Background: an optimization exercise with open tools, aiming at a short achievable clock period, few clock cycles per item and low power. Do not read the settings as production practice. Where RTL was checked, it was by simulation tests only, not by an equivalence proof against the original. Power is estimated from default activity; no workload was simulated.

==> job 4951 <==
## fmul_pipe
module fmul_pipe
#(
    parameter int EXP   = 8,
    parameter int FRAC  = 23,
    parameter int WIDTH = EXP + FRAC + 1
) (
    input  logic              clk,
    input  logic              rst,
    input  logic              in_valid,
    output logic              in_ready,
    input  logic [WIDTH-1:0]  a,
    input  logic [WIDTH-1:0]  b,
    input  logic [1:0]        round_mode,
    output logic              out_valid,
    input  logic              out_ready,
    output logic [WIDTH-1:0]  r,
    output logic [NFLAGS-1:0] flags
);
==> flow/config.mk <==
export PLATFORM = sky130hd
export DESIGN_NAME = fmul_pipe
export DESIGN_NICKNAME = fmul_pipe
export VERILOG_FILES = /design/flow/design.v
export SDC_FILE = /design/flow/constraint.sdc
export NUM_CORES = 4
export LEC_CHECK = 0
export CAP_MARGIN = 20
export CORE_MARGIN = 2
export CORE_UTILIZATION = 40
export CTS_CLUSTER_DIAMETER = 150
export CTS_CLUSTER_SIZE = 20
export SETUP_SLACK_MARGIN = 4.3
export SLEW_MARGIN = 20
==> flow/constraint.sdc <==
create_clock -name core_clock -period 8.0 [get_ports {clk}]
set_input_delay 1.6000 -clock core_clock [delete_from_list [all_inputs] [get_ports {clk}]]
set_output_delay 1.6000 -clock core_clock [all_outputs]
set_load 0.01 [all_outputs]
run.sh (not shown) runs the stock make flow with config.mk's settings and CLKGATE_MAP_FILE= SYNTH_SCRIPT=/design/flow/synth_recipe.tcl, a recipe that flattens the netlist after the stock synthesis.
==> job 8340 (differences from job 4951) <==
--- a/flow/design.v
+++ b/flow/design.v
@@ -2442,13 +2442,13 @@
     assign push  = v2;
     assign hfree = ~hv | pop;
     assign bemp  = (bcnt == 3'd0);
     assign brd   = hfree & ~bemp;
     assign bwr   = push & ~(hfree & bemp);
     assign cnt_n = cnt + 3'(acc) - 3'(pop);
-    assign xw    = {x_r, x_f};
+    assign xw    = {x_r, x_f} & {37{bwr}};
     always_ff @(posedge clk or posedge rst) begin
         if (rst) begin
             hv       <= 1'b0;
             bcnt     <= 3'd0;
             rp       <= 3'd0;
             wp       <= 3'd0;
- ABC_AREA: not set -> 1
- CAP_MARGIN: 20 -> 10
- SLEW_MARGIN: 20 -> 10
==> comparison <==
- Against job 4951, the cell count of job 8340 is larger by about 20%.
- Of job 8340 and job 4951, job 8340 has the higher first-iteration DRC count (gap about 30%, measured against job 4951).
- In job 4951 the count of clock-buffer cells in the layout is higher than in job 8340, by 1.
- Worst hold slack: job 4951 is better than job 8340 (1.4 ps).
- Utilization: job 4951 is higher than job 8340 (0.62 points).
==> figures <==
item                                                             job 4951               job 8340
Arrival time at the worst endpoint                                4240 ps                4100 ps
Maximum fanout along the worst path                                     7                     12
Run status                               no timing/DRC/antenna violations  no timing/DRC/antenna violations
Clk Latency, worst-skew pair                                       640 ps                 620 ps
Post-Synth Adder-Cell Area                                          33.9%                  32.5%
Most numerous cell on the critical path           sky130_fd_sc_hd__buf_12  sky130_fd_sc_hd__fa_1
Mean routed wirelength per cell                                   21.0 µm                18.7 µm
Power share of the combinational group                              58.0%                  57.4%
Fraction of power consumed by the clock network                     11.2%                  11.7%
Number of distinct library cells after synthesis                       83                     57
CP Buf/Inv Count                                                        3                      4
Testbench counts of job 8340, summed over its fixed seeds: cycles 32,032, items 32,000.
The RTL of job 4951 was laid out without a check of its function.


==> fjord: inputs <==
Another version of the RTL of fmul_pipe (not shown whole).
Settings: LEC_CHECK=0, CAP_MARGIN=20, CORE_MARGIN=2, CORE_UTILIZATION=40, SLEW_MARGIN=20; clock period 8.0 ns.
==> inputs of yarrow, as changes to fjord <==
--- a/flow/design.v
+++ b/flow/design.v
@@ -23,39 +23,73 @@
 module fp_round (
     input  logic        i_sign,
     input  logic        i_rne,      
     input  logic        i_dirup,    
     input  logic        i_spec,     
     input  logic        i_nan,
     input  logic        i_inf,
-    input  logic [9:0]  i_e0,
+    input  logic [9:0]  i_e0,       
     input  logic [26:0] i_p,
     input  logic        i_stl,
     output logic [31:0] o_res,
     output logic [4:0]  o_flags
 );
+    logic signed [9:0] e0;
+    logic [7:0]  i_ex0, i_ex1, i_ex2;
+    logic        i_uf0, i_uf1, i_of0, i_of1, i_of2;
+    assign e0    = i_e0;
+    assign i_ex0 = e0[7:0];
+    assign i_ex1 = e0[7:0] + 8'd1;
+    assign i_ex2 = e0[7:0] + 8'd2;
+    assign i_uf0 = (e0 <= 0);
+    assign i_uf1 = (e0 < 0);
+    assign i_of0 = (e0 >= 255);
+    assign i_of1 = (e0 >= 254);
+    assign i_of2 = (e0 >= 253);
     logic        hi;
-    logic [23:0] mant;
-    logic        g, rr, s, inexact, up;
-    logic [24:0] mrnd;
-    logic [1:0]  k;
-    logic signed [9:0] e0, erf;
-    logic        uf, of;
-    assign hi      = i_p[26];
-    assign mant    = hi ? i_p[26:3] : i_p[25:2];
-    assign g       = hi ? i_p[2] : i_p[1];
-    assign rr      = hi ? i_p[1] : i_p[0];
-    assign s       = hi ? (i_p[0] | i_stl) : i_stl;
-    assign inexact = g | rr | s;
-    assign up      = i_rne ? (g & (rr | s | mant[0])) : (i_dirup & inexact);
-    assign mrnd    = {1'b0, mant} + 25'(up);
-    assign e0      = i_e0;
-    assign erf     = e0 + 10'(hi) + 10'(mrnd[24]);
-    assign uf      = hi ? (e0 < 0) : (e0 <= 0);
-    assign of      = (erf >= 10'sd255);
+    logic [22:0] m1, m0, inc1, inc0, mr1, mr0;
+    logic        g1, r1, s1, g0, r0, s0, nx1, nx0, up1, up0, all1, all0, cy1, cy0;
+    assign hi  = i_p[26];
+    assign m1  = i_p[25:3];
+    assign g1  = i_p[2];
+    assign r1  = i_p[1];
+    assign s1  = i_p[0] | i_stl;
+    assign m0  = i_p[24:2];
+    assign g0  = i_p[1];
+    assign r0  = i_p[0];
+    assign s0  = i_stl;
+    assign nx1 = g1 | r1 | s1;
+    assign nx0 = g0 | r0 | s0;
+    assign up1 = i_rne ? (g1 & (r1 | s1 | m1[0])) : (i_dirup & nx1);
+    assign up0 = i_rne ? (g0 & (r0 | s0 | m0[0])) : (i_dirup & nx0);
+    always_comb begin
+        for (int k = 0; k < 23; k++) begin
+            inc1[k] = m1[k] ^ (&(m1 | ~((23'd1 << k) - 23'd1)));
+            inc0[k] = m0[k] ^ (&(m0 | ~((23'd1 << k) - 23'd1)));
+        end
+    end
+    assign all1 = &m1;
+    assign all0 = &m0;
+    assign cy1  = up1 & all1;
+    assign cy0  = up0 & all0;
+    assign mr1  = up1 ? inc1 : m1;
+    assign mr0  = up0 ? inc0 : m0;
+    logic        nx, uf, of;
+    logic [7:0]  ex;
+    logic [22:0] fr;
+    assign nx = hi ? nx1 : nx0;
+    assign fr = hi ? mr1 : mr0;
+    assign uf = hi ? i_uf1 : i_uf0;
+    always_comb begin
+        case ({hi, hi ? cy1 : cy0})
+            2'b00:   begin ex = i_ex0; of = i_of0; end
+            2'b11:   begin ex = i_ex2; of = i_of2; end
+            default: begin ex = i_ex1; of = i_of1; end
+        endcase
+    end
     always_comb begin
         o_flags = 5'd0;
         if (i_spec) begin
             if (i_nan) begin
                 o_res = 32'h7FC00000;
                 o_flags[FLAG_NV] = 1'b1;
             end else if (i_inf) begin
@@ -68,16 +102,16 @@
             o_flags[FLAG_UF] = 1'b1;
             o_flags[FLAG_NX] = 1'b1;
         end else if (of) begin
             o_res = (i_rne | i_dirup) ? {i_sign, 8'hFF, 23'd0} : {i_sign, 8'hFE, 23'h7FFFFF};
             o_flags[FLAG_OF] = 1'b1;
             o_flags[FLAG_NX] = 1'b1;
         end else begin
-            o_res = {i_sign, erf[7:0], mrnd[22:0]};
-            o_flags[FLAG_NX] = inexact;
+            o_res = {i_sign, ex, fr};
+            o_flags[FLAG_NX] = nx;
         end
     end
 endmodule
 import fp_pkg::*;
 module fmul_pipe
 #(
     parameter int EXP   = 8,
@@ -126,63 +160,41 @@
             if (ma[k]) lza = 5'(23 - k);
             if (mb[k]) lzb = 5'(23 - k);
         end
     end
     logic w_rne, w_dirup;
     assign w_rne   = (round_mode == 2'd0);
     assign w_dirup = (round_mode == 2'd3 & ~(a[31] ^ b[31])) | (round_mode == 2'd2 & (a[31] ^ b[31]));
+    logic [23:0] nma, nmb;
+    assign nma = ma << lza;
+    assign nmb = mb << lzb;
     logic v0;
     always_ff @(posedge clk or posedge rst)
         if (rst) v0 <= 1'b0;
         else v0 <= acc;
-    logic sgn_A;
-    always_ff @(posedge clk) sgn_A <= a[31] ^ b[31];
-    logic rne_A;
-    always_ff @(posedge clk) rne_A <= w_rne;
-    logic dirup_A;
-    always_ff @(posedge clk) dirup_A <= w_dirup;
-    logic spec_A;
-    always_ff @(posedge clk) spec_A <= w_spec;
-    logic nan_A;
-    always_ff @(posedge clk) nan_A <= w_nan;
-    logic inf_A;
-    always_ff @(posedge clk) inf_A <= w_inf;
-    logic [9:0] esum_A;
-    always_ff @(posedge clk) esum_A <= w_esum;
-    logic [23:0] ma_A;
-    always_ff @(posedge clk) ma_A <= ma;
-    logic [23:0] mb_A;
-    always_ff @(posedge clk) mb_A <= mb;
-    logic [4:0] lza_A;
-    always_ff @(posedge clk) lza_A <= lza;
-    logic [4:0] lzb_A;
-    always_ff @(posedge clk) lzb_A <= lzb;
-    logic [23:0] nma, nmb;
-    assign nma = ma_A << lza_A;
-    assign nmb = mb_A << lzb_A;
-    logic [9:0] w_e0;
-    assign w_e0 = esum_A - 10'(lza_A) - 10'(lzb_A);
-    logic v1;
-    always_ff @(posedge clk or posedge rst)
-        if (rst) v1 <= 1'b0;
-        else v1 <= v0;
+    logic [9:0] esum_B;
+    always_ff @(posedge clk) esum_B <= w_esum;
+    logic [4:0] lza_B;
+    always_ff @(posedge clk) lza_B <= lza;
+    logic [4:0] lzb_B;
+    always_ff @(posedge clk) lzb_B <= lzb;
     logic sgn_B;
-    always_ff @(posedge clk) sgn_B <= sgn_A;
+    always_ff @(posedge clk) sgn_B <= a[31] ^ b[31];
     logic rne_B;
-    always_ff @(posedge clk) rne_B <= rne_A;
+    always_ff @(posedge clk) rne_B <= w_rne;
     logic dirup_B;
-    always_ff @(posedge clk) dirup_B <= dirup_A;
+    always_ff @(posedge clk) dirup_B <= w_dirup;
     logic spec_B;
-    always_ff @(posedge clk) spec_B <= spec_A;
+    always_ff @(posedge clk) spec_B <= w_spec;
     logic nan_B;
-    always_ff @(posedge clk) nan_B <= nan_A;
+    always_ff @(posedge clk) nan_B <= w_nan;
     logic inf_B;
-    always_ff @(posedge clk) inf_B <= inf_A;
+    always_ff @(posedge clk) inf_B <= w_inf;
     logic [9:0] e0_B;
-    always_ff @(posedge clk) e0_B <= w_e0;
+    assign e0_B = esum_B - 10'(lza_B) - 10'(lzb_B);
     logic [22:0] xa_B;
     always_ff @(posedge clk) xa_B <= nma[22:0];
     logic [22:0] xb_B;
     always_ff @(posedge clk) xb_B <= nmb[22:0];
     logic t1, t2;
     assign t1 = (xa_B[0] & xb_B[19]) ^ (xa_B[1] & xb_B[18]);
     assign t2 = (xa_B[0] & xb_B[19]) & (xa_B[1] & xb_B[18]);
@@ -1439,18 +1451,18 @@
     assign t836 = (t684 & (xa_B[20] & xb_B[22])) | (t684 & (xa_B[21] & xb_B[21])) | ((xa_B[20] & xb_B[22]) & (xa_B[21] & xb_B[21]));
     logic t837, t838;
     assign t837 = (xa_B[22] & xb_B[20]) ^ xa_B[19] ^ xb_B[19];
     assign t838 = ((xa_B[22] & xb_B[20]) & xa_B[19]) | ((xa_B[22] & xb_B[20]) & xb_B[19]) | (xa_B[19] & xb_B[19]);
     logic t839, t840;
     assign t839 = (xa_B[21] & xb_B[22]) ^ (xa_B[22] & xb_B[21]) ^ xa_B[20];
     assign t840 = ((xa_B[21] & xb_B[22]) & (xa_B[22] & xb_B[21])) | ((xa_B[21] & xb_B[22]) & xa_B[20]) | ((xa_B[22] & xb_B[21]) & xa_B[20]);
-    logic v2;
+    logic v1;
     always_ff @(posedge clk or posedge rst)
-        if (rst) v2 <= 1'b0;
-        else v2 <= v1;
+        if (rst) v1 <= 1'b0;
+        else v1 <= v0;
     logic qC_0_0;
     always_ff @(posedge clk) qC_0_0 <= (xa_B[0] & xb_B[0]);
     logic qC_1_0;
     always_ff @(posedge clk) qC_1_0 <= (xa_B[0] & xb_B[1]);
     logic qC_1_1;
     always_ff @(posedge clk) qC_1_1 <= (xa_B[1] & xb_B[0]);
     logic qC_2_0;
@@ -2166,18 +2178,21 @@
     assign row1[45] = t1011;
     assign row0[46] = t1012;
     assign row1[46] = 1'b1;
     assign row0[47] = 1'b0;
     assign row1[47] = 1'b0;
     logic [47:0] prod;
     assign prod = row0 + row1;
-    logic v3;
+    logic [20:0] zx, zo;
+    assign zx = row0[20:0] ^ row1[20:0];
+    assign zo = {row0[19:0] | row1[19:0], 1'b0};
+    logic v2;
     always_ff @(posedge clk or posedge rst)
-        if (rst) v3 <= 1'b0;
-        else v3 <= v2;
+        if (rst) v2 <= 1'b0;
+        else v2 <= v1;
     logic sgn_F;
     always_ff @(posedge clk) sgn_F <= sgn_C;
     logic rne_F;
     always_ff @(posedge clk) rne_F <= rne_C;
     logic dirup_F;
     always_ff @(posedge clk) dirup_F <= dirup_C;
     logic spec_F;
@@ -2187,32 +2202,33 @@
     logic inf_F;
     always_ff @(posedge clk) inf_F <= inf_C;
     logic [9:0] e0_F;
     always_ff @(posedge clk) e0_F <= e0_C;
     logic [26:0] p_F;
     always_ff @(posedge clk) p_F <= prod[47:21];
     logic stl_F;
-    always_ff @(posedge clk) stl_F <= |prod[20:0];
+    always_ff @(posedge clk) stl_F <= |(zx ^ zo);
     logic [31:0] x_r;
     logic [4:0]  x_f;
     fp_round u_round (
         .i_sign(sgn_F), .i_rne(rne_F), .i_dirup(dirup_F),
         .i_spec(spec_F), .i_nan(nan_F), .i_inf(inf_F),
-        .i_e0(e0_F), .i_p(p_F), .i_stl(stl_F),
+        .i_e0(e0_F),
+        .i_p(p_F), .i_stl(stl_F),
         .o_res(x_r), .o_flags(x_f));
-    localparam int NB = 5;
+    localparam int NB = 4;
     localparam int K  = NB + 1;
     logic        hv;
     logic [36:0] h_q;
     logic [36:0] bq [NB];
     logic [2:0]  bcnt, rp, wp, cnt;
     logic        pop, push, hfree, bemp, bwr, brd;
     logic [2:0]  cnt_n;
     assign pop   = hv & out_ready;
-    assign push  = v3;
+    assign push  = v2;
     assign hfree = ~hv | pop;
     assign bemp  = (bcnt == 3'd0);
     assign brd   = hfree & ~bemp;
     assign bwr   = push & ~(hfree & bemp);
     assign cnt_n = cnt + 3'(acc) - 3'(pop);
     always_ff @(posedge clk or posedge rst) begin
         if (rst) begin
SETUP_SLACK_MARGIN = 4.9   (was unset)
==> inputs of willow, as changes to fjord <==
--- a/flow/design.v
+++ b/flow/design.v
@@ -23,39 +23,68 @@
 module fp_round (
     input  logic        i_sign,
     input  logic        i_rne,      
     input  logic        i_dirup,    
     input  logic        i_spec,     
     input  logic        i_nan,
     input  logic        i_inf,
-    input  logic [9:0]  i_e0,
+    input  logic [7:0]  i_ex0,
+    input  logic [7:0]  i_ex1,
+    input  logic [7:0]  i_ex2,
+    input  logic        i_uf0,
+    input  logic        i_uf1,
+    input  logic        i_of0,
+    input  logic        i_of1,
+    input  logic        i_of2,
     input  logic [26:0] i_p,
     input  logic        i_stl,
     output logic [31:0] o_res,
     output logic [4:0]  o_flags
 );
     logic        hi;
-    logic [23:0] mant;
-    logic        g, rr, s, inexact, up;
-    logic [24:0] mrnd;
-    logic [1:0]  k;
-    logic signed [9:0] e0, erf;
-    logic        uf, of;
-    assign hi      = i_p[26];
-    assign mant    = hi ? i_p[26:3] : i_p[25:2];
-    assign g       = hi ? i_p[2] : i_p[1];
-    assign rr      = hi ? i_p[1] : i_p[0];
-    assign s       = hi ? (i_p[0] | i_stl) : i_stl;
-    assign inexact = g | rr | s;
-    assign up      = i_rne ? (g & (rr | s | mant[0])) : (i_dirup & inexact);
-    assign mrnd    = {1'b0, mant} + 25'(up);
-    assign e0      = i_e0;
-    assign erf     = e0 + 10'(hi) + 10'(mrnd[24]);
-    assign uf      = hi ? (e0 < 0) : (e0 <= 0);
-    assign of      = (erf >= 10'sd255);
+    logic [22:0] m1, m0, inc1, inc0, mr1, mr0;
+    logic        g1, r1, s1, g0, r0, s0, nx1, nx0, up1, up0, all1, all0, cy1, cy0;
+    assign hi  = i_p[26];
+    assign m1  = i_p[25:3];
+    assign g1  = i_p[2];
+    assign r1  = i_p[1];
+    assign s1  = i_p[0] | i_stl;
+    assign m0  = i_p[24:2];
+    assign g0  = i_p[1];
+    assign r0  = i_p[0];
+    assign s0  = i_stl;
+    assign nx1 = g1 | r1 | s1;
+    assign nx0 = g0 | r0 | s0;
+    assign up1 = i_rne ? (g1 & (r1 | s1 | m1[0])) : (i_dirup & nx1);
+    assign up0 = i_rne ? (g0 & (r0 | s0 | m0[0])) : (i_dirup & nx0);
+    always_comb begin
+        for (int k = 0; k < 23; k++) begin
+            inc1[k] = m1[k] ^ (&(m1 | ~((23'd1 << k) - 23'd1)));
+            inc0[k] = m0[k] ^ (&(m0 | ~((23'd1 << k) - 23'd1)));
+        end
+    end
+    assign all1 = &m1;
+    assign all0 = &m0;
+    assign cy1  = up1 & all1;
+    assign cy0  = up0 & all0;
+    assign mr1  = up1 ? inc1 : m1;
+    assign mr0  = up0 ? inc0 : m0;
+    logic        nx, uf, of;
+    logic [7:0]  ex;
+    logic [22:0] fr;
+    assign nx = hi ? nx1 : nx0;
+    assign fr = hi ? mr1 : mr0;
+    assign uf = hi ? i_uf1 : i_uf0;
+    always_comb begin
+        case ({hi, hi ? cy1 : cy0})
+            2'b00:   begin ex = i_ex0; of = i_of0; end
+            2'b11:   begin ex = i_ex2; of = i_of2; end
+            default: begin ex = i_ex1; of = i_of1; end
+        endcase
+    end
     always_comb begin
         o_flags = 5'd0;
         if (i_spec) begin
             if (i_nan) begin
                 o_res = 32'h7FC00000;
                 o_flags[FLAG_NV] = 1'b1;
             end else if (i_inf) begin
@@ -68,16 +97,16 @@
             o_flags[FLAG_UF] = 1'b1;
             o_flags[FLAG_NX] = 1'b1;
         end else if (of) begin
             o_res = (i_rne | i_dirup) ? {i_sign, 8'hFF, 23'd0} : {i_sign, 8'hFE, 23'h7FFFFF};
             o_flags[FLAG_OF] = 1'b1;
             o_flags[FLAG_NX] = 1'b1;
         end else begin
-            o_res = {i_sign, erf[7:0], mrnd[22:0]};
-            o_flags[FLAG_NX] = inexact;
+            o_res = {i_sign, ex, fr};
+            o_flags[FLAG_NX] = nx;
         end
     end
 endmodule
 import fp_pkg::*;
 module fmul_pipe
 #(
     parameter int EXP   = 8,
@@ -2166,14 +2195,20 @@
     assign row1[45] = t1011;
     assign row0[46] = t1012;
     assign row1[46] = 1'b1;
     assign row0[47] = 1'b0;
     assign row1[47] = 1'b0;
     logic [47:0] prod;
     assign prod = row0 + row1;
+    logic [20:0] zx, zo;
+    assign zx = row0[20:0] ^ row1[20:0];
+    assign zo = {row0[19:0] | row1[19:0], 1'b0};
+    logic [9:0] e0p1, e0p2;
+    assign e0p1 = e0_C + 10'd1;
+    assign e0p2 = e0_C + 10'd2;
     logic v3;
     always_ff @(posedge clk or posedge rst)
         if (rst) v3 <= 1'b0;
         else v3 <= v2;
     logic sgn_F;
     always_ff @(posedge clk) sgn_F <= sgn_C;
     logic rne_F;
@@ -2182,26 +2217,42 @@
     always_ff @(posedge clk) dirup_F <= dirup_C;
     logic spec_F;
     always_ff @(posedge clk) spec_F <= spec_C;
     logic nan_F;
     always_ff @(posedge clk) nan_F <= nan_C;
     logic inf_F;
     always_ff @(posedge clk) inf_F <= inf_C;
-    logic [9:0] e0_F;
-    always_ff @(posedge clk) e0_F <= e0_C;
+    logic [7:0] ex0_F;
+    always_ff @(posedge clk) ex0_F <= e0_C[7:0];
+    logic [7:0] ex1_F;
+    always_ff @(posedge clk) ex1_F <= e0p1[7:0];
+    logic [7:0] ex2_F;
+    always_ff @(posedge clk) ex2_F <= e0p2[7:0];
+    logic uf0_F;
+    always_ff @(posedge clk) uf0_F <= $signed(e0_C) <= 0;
+    logic uf1_F;
+    always_ff @(posedge clk) uf1_F <= $signed(e0_C) < 0;
+    logic of0_F;
+    always_ff @(posedge clk) of0_F <= $signed(e0_C) >= 255;
+    logic of1_F;
+    always_ff @(posedge clk) of1_F <= $signed(e0_C) >= 254;
+    logic of2_F;
+    always_ff @(posedge clk) of2_F <= $signed(e0_C) >= 253;
     logic [26:0] p_F;
     always_ff @(posedge clk) p_F <= prod[47:21];
     logic stl_F;
-    always_ff @(posedge clk) stl_F <= |prod[20:0];
+    always_ff @(posedge clk) stl_F <= |(zx ^ zo);
     logic [31:0] x_r;
     logic [4:0]  x_f;
     fp_round u_round (
         .i_sign(sgn_F), .i_rne(rne_F), .i_dirup(dirup_F),
         .i_spec(spec_F), .i_nan(nan_F), .i_inf(inf_F),
-        .i_e0(e0_F), .i_p(p_F), .i_stl(stl_F),
+        .i_ex0(ex0_F), .i_ex1(ex1_F), .i_ex2(ex2_F),
+        .i_uf0(uf0_F), .i_uf1(uf1_F), .i_of0(of0_F), .i_of1(of1_F), .i_of2(of2_F),
+        .i_p(p_F), .i_stl(stl_F),
         .o_res(x_r), .o_flags(x_f));
     localparam int NB = 5;
     localparam int K  = NB + 1;
     logic        hv;
     logic [36:0] h_q;
     logic [36:0] bq [NB];
     logic [2:0]  bcnt, rp, wp, cnt;
ABC_CLOCK_PERIOD_IN_PS = 3000   (was unset)
SETUP_SLACK_MARGIN = 4.6   (was unset)
==> comparison table <==
Portion of the post-synthesis area used by sequential elements: willow 0.375; yarrow 0.334; fjord 0.375
Proportion of cell area occupied by multi-input gates: willow 0.492; yarrow 0.527; fjord 0.504
Via count of the first global-routing pass: willow 27222; yarrow 27858; fjord 26572
Simple-gate portion of the synthesized area: willow 0.135; yarrow 0.142; fjord 0.141
RD Place Congestion: willow 0.845; yarrow 0.852; fjord 0.821
Register share of the cell area: willow 0.318; yarrow 0.266; fjord 0.333
Count of flip-flops and latches: willow 622; yarrow 505; fjord 604
Post-synthesis cell count: willow 3598; yarrow 3384; fjord 3503
Critical R2R Capture: willow p_F[24]; yarrow p_F[9]; fjord bq[3][21]
Antenna violations before repair: willow 3; yarrow 4; fjord 1
Number of nets at the end of the flow: willow 4455; yarrow 4363; fjord 4234
Overall routed net length: willow 101 mm; yarrow 106 mm; fjord 97.3 mm
Tcrit/Tclk final: willow 0.454; yarrow 0.456; fjord 0.696
Wire length on met1: willow 45.1 mm; yarrow 43.3 mm; fjord 43.8 mm
Run status: willow complete, no violations; yarrow complete, no violations; fjord complete, no violations
Number of fill cells: willow 8755; yarrow 7665; fjord 8820
Worst-case reg-to-reg path depth: willow 14; yarrow 13; fjord 22
H-tree level count: willow 3; yarrow 2; fjord 3
Clock network power: willow 3.28 mW; yarrow 2.76 mW; fjord 3.23 mW
Share of synthesized registers carrying an async set or reset: willow 0.0289; yarrow 0.0337; fjord 0.0298
DR WL met3: willow 5.92 mm; yarrow 7.07 mm; fjord 5.59 mm
IR Drop Worst-Case VDD: willow 0.000498 V; yarrow 0.000376 V; fjord 0.000400 V
Critical Path Max Stage Delay: willow 0.58 ns; yarrow 0.63 ns; fjord 0.43 ns
Via-per-instance ratio: willow 5.12; yarrow 5.34; fjord 5.16
Power density over cell area: willow 439 mW/mm^2; yarrow 402 mW/mm^2; fjord 396 mW/mm^2
No functional check of the RTL was part of any run of this note.

[what the ideal ports hide]
The flow's constraints put no driver on any port. The routed layouts listed below were extracted and timed again, unchanged, in two steps.
Step 1: set_driving_cell puts a clkbuf_16 on clk and a buf_2 on each other input, an assumption about the parent block.
Step 2 moves the port delays by t, midway between the first and last clock arrival at a register: inputs arrive t later, outputs are due t later. That takes back most of the time a late clock gives input paths.
Three values: ideal, step 1, step 2; two values: the first two.
| run | t (ns) | setup slack, ns | hold slack, ns | worst setup path after step 2 | clock arrival spread, ns |
|---|---|---|---|---|---|
| job 4951 | 0.672 | 4.280 / 4.305 / 3.633 | 0.328 / 0.328 / 0.328 | input to register | 0.059 / 0.060 |
| job 8340 | 0.667 | 4.402 / 4.402 / 3.780 | 0.327 / 0.327 / 0.327 | input to register | 0.036 / 0.036 |
| fjord | 0.688 | 2.433 / 2.433 / 2.433 | 0.326 / 0.326 / 0.326 | register to register | 0.035 / 0.035 |
| yarrow | 0.689 | 4.356 / 4.356 / 3.788 | 0.322 / 0.322 / 0.322 | input to register | 0.047 / 0.048 |
| willow | 0.695 | 4.369 / 4.369 / 4.243 | 0.327 / 0.327 / 0.327 | input to register | 0.044 / 0.044 |
After both steps every run listed still meets setup and hold. For job 4951, which loses most, drivers alone change the setup slack by +0.025 ns; drivers and shift together by -0.647 ns.
